From an optimization exercise on the open Yosys and OpenROAD flow, aimed at small area, a short achievable clock period and few clock cycles per item; shortcuts taken in it are not production practice.
Where RTL was checked, it was by simulation tests only, not by an equivalence proof against the original.

== v38 ==
Design mandel_engine, start of the top module:
module mandel_engine #(
  parameter int W       = 16,
  parameter int FRAC    = 12,
  parameter int ITER_W  = 16,
  parameter int COORD_W = 9
) (
  input  logic               clk,
  input  logic               rst,
  input  logic               cfg_start,
  input  logic [COORD_W-1:0] cfg_pix_w,
  input  logic [COORD_W-1:0] cfg_pix_h,
  input  logic [W-1:0]       cfg_cxs,
  input  logic [W-1:0]       cfg_cys,
  input  logic [W-1:0]       cfg_dcx,
  input  logic [W-1:0]       cfg_dcy,
  input  logic [ITER_W-1:0]  cfg_max_iter,
  input  logic               abort,
  output logic               busy,
  output logic               done,
  output logic               out_valid,
  input  logic               out_ready,
  output logic [COORD_W-1:0] out_x,
  output logic [COORD_W-1:0] out_y,
  output logic [ITER_W-1:0]  out_iter,
  output logic               out_inside
);
Size: roughly 3200 cells after synthesis, roughly 550 flip-flops.
==> flow/config.mk <==
export PLATFORM = sky130hd
export DESIGN_NAME = mandel_engine
export DESIGN_NICKNAME = mandel_engine
export VERILOG_FILES = /design/flow/design.v
export SDC_FILE = /design/flow/constraint.sdc
export NUM_CORES = 4
export LEC_CHECK = 0
export ABC_CLOCK_PERIOD_IN_PS = 5000
export CAP_MARGIN = 20
export CORE_MARGIN = 2
export CORE_UTILIZATION = 40
export SETUP_SLACK_MARGIN = 5
export SLEW_MARGIN = 20
export TNS_END_PERCENT = 10
==> flow/constraint.sdc <==
create_clock -name core_clock -period 12.0 [get_ports {clk}]
set_input_delay 2.4000 -clock core_clock [delete_from_list [all_inputs] [get_ports {clk}]]
set_output_delay 2.4000 -clock core_clock [all_outputs]
set_load 0.01 [all_outputs]
standard.sh (not shown) runs the stock make flow with config.mk's settings and CLKGATE_MAP_FILE= SYNTH_SCRIPT=/design/flow/synth_recipe.tcl, a recipe that flattens the netlist after the stock synthesis.
==> flow/flow/run.sh <==
#!/bin/bash
set -euo pipefail
sed '1s/^proc synth {args} { yosys synth -nofsm -noshare {\*}\$args }$/proc synth {args} { yosys synth -nofsm -noshare -noabc {*}$args }/' synth_recipe.tcl > synth_noabc.tcl
grep -q -- '-noabc' synth_noabc.tcl
bash standard.sh SYNTH_SCRIPT="$PWD/synth_noabc.tcl" SETUP_SLACK_MARGIN=8.5 finish > flow_make.log 2>&1
No stage failed in v38, and the final checks on the layout all came back clean.
Testbench counts of v38, summed over its fixed seeds: cycles 48,565, pixels 3,072.
> inputs changed (v38 -> v49)
Settings: swapping 10 for 0 in TNS_END_PERCENT.
diff --git a/flow/flow/run.sh b/flow/flow/run.sh
--- a/flow/flow/run.sh
+++ b/flow/flow/run.sh
@@ -4,2 +4,2 @@
 grep -q -- '-noabc' synth_noabc.tcl
-bash standard.sh SYNTH_SCRIPT="$PWD/synth_noabc.tcl" SETUP_SLACK_MARGIN=8.5 finish > flow_make.log 2>&1
+bash standard.sh SYNTH_SCRIPT="$PWD/synth_noabc.tcl" SETUP_SLACK_MARGIN=9.2 finish > flow_make.log 2>&1
## What came out
v49 against v38: final critical path time including I/O delays and setup picked up an extra 37 ps; total routed wire length on the met1 layer went down by 0.55%; final cell count without fillers went down.
Overall routed net length: v49 vs v38 down 2700 um
For v49, the startpoint of the most critical setup path was p2[57], unlike v38, where it was out_x[7].
Run comparison: v49 critical path class flip-flop to flip-flop; v38 critical path class flip-flop to output pin
> inputs changed (v49 -> v14)
Settings: a deleted TNS_END_PERCENT that had been 0.
==> flow/flow/run.sh <==
#!/bin/bash
set -euo pipefail
bash standard.sh SETUP_SLACK_MARGIN=8.5 finish > flow_make.log 2>&1
Findings:
Measured against v14, the count of plain and timing-repair buffers in the layout of v49 comes out at 0.62 times the reference value. v14 vs. v49: sum of routed wire length over all layers climbed about 15%; initial antenna violation count climbed 7. Looking at most common library cell in the layout ignoring fill and taps, the nor2_1 result is from v49; the inv_1 one comes from v14. Relative to v49, number of rows in the core area has gone up in v14. Status | v49 and v14 | clean. The post-synthesis cell type count in v49 is 0.902 times that in v14. Going from v49 to v14, hold slack moved up, number of clock-tree buffers in the layout moved down.
Inputs modified between v14 and v8:
Settings: TNS_END_PERCENT now 0, previously not set.
==> flow/flow/run.sh <==
#!/bin/bash
set -euo pipefail
sed '1s/^proc synth {args} { yosys synth -nofsm -noshare {\*}\$args }$/proc synth {args} { yosys synth -nofsm -noshare -noabc {*}$args }/' synth_recipe.tcl > synth_noabc.tcl
grep -q -- '-noabc' synth_noabc.tcl
bash standard.sh SYNTH_SCRIPT="$PWD/synth_noabc.tcl" SETUP_SLACK_MARGIN=8.5 finish > flow_make.log 2>&1
==> summary.txt <==
The number of hold violations in the final report was comparable across v8 and v14.
Looking at v8 and v14, the total DRC errors in the routed layout is a wash.
Compared with v14, the router placed fewer vias in v8.
Run comparison: v14 worst setup path category flip-flop to flip-flop; v8 worst setup path category flip-flop to output pin

========
mandel_engine, a different RTL version from the one above (not shown whole).
For scale: ~3000 cells after synthesis, about 140 I/O pins, about 33000 um^2 of cells after synthesis.
Settings: LEC_CHECK=0, ABC_CLOCK_PERIOD_IN_PS=5000, CAP_MARGIN=20, CORE_MARGIN=2, CORE_UTILIZATION=40, SETUP_SLACK_MARGIN=5, SLEW_MARGIN=20, TNS_END_PERCENT=10; clock period 12.0 ns.
==> flow/flow/run.sh <==
#!/bin/bash
set -euo pipefail
sed '1s/^proc synth {args} { yosys synth -nofsm -noshare {\*}\$args }$/proc synth {args} { yosys synth -nofsm -noshare -noabc {*}$args }/' synth_recipe.tcl > synth_noabc.tcl
grep -q -- '-noabc' synth_noabc.tcl
bash standard.sh SYNTH_SCRIPT="$PWD/synth_noabc.tcl" SETUP_SLACK_MARGIN=8.5 finish > flow_make.log 2>&1
Next try:
- TNS_END_PERCENT: 10 -> 0
Effect: Setup slack loses 0.081 ns; global-route usage fell by 0.87 points; synthesized cell count is unchanged; via count fell by 3.4%; routed wire length fell by 5.0%; cell count fell by 1.3%.
Next try:
- TNS_END_PERCENT: 0 -> 3
Result:
- fmax came out higher by 2.8%
- wire length rises by 4.8%
- worst hold slack got worse by 0.0083 ns
- area after synthesis does not change
No run of this note included a check of the RTL's function; only the layout flow was run.

-- separate check: timing with driven ports --
The flow's constraints put no driver on any port. The routed layouts listed below were extracted and timed again, unchanged, in two steps. Step 1: set_driving_cell puts a clkbuf_16 on clk and a buf_2 on each other input, an assumption about the parent block. Step 2 adds t to the input delays and takes it off the output delays; t is the mean of the earliest and latest rising clock arrival at the registers after step 1. Input paths then give back, and output paths get back, about the clock's delay inside the block. Three values: ideal ports, drivers, drivers and shift; two values: the first two.
run	t (ns)	slack for setup (ns)	clock arrival spread, ns	worst register clock-pin slew, ns
v38	0.712	8.301 / 8.233 / 8.002	0.038 / 0.038	0.07 / 0.07
v49	0.707	8.264 / 8.257 / 8.032	0.036 / 0.036	0.07 / 0.07
v14	0.702	7.804 / 7.804 / 7.804	0.064 / 0.064	0.07 / 0.07
v8	0.687	8.304 / 8.239 / 8.051	0.040 / 0.040	0.07 / 0.07
the first run of note 2	0.698	8.198 / 8.138 / 7.883	0.068 / 0.067	0.06 / 0.06
the second run of note 2	0.697	8.118 / 8.112 / 7.794	0.059 / 0.060	0.07 / 0.07
the third run of note 2	0.671	8.222 / 8.156 / 7.803	0.031 / 0.031	0.06 / 0.06
After both steps every run listed still meets setup and hold. The setup slack of the third run of note 2, which loses most, moves by -0.066 ns with the drivers and by -0.419 ns with both steps.
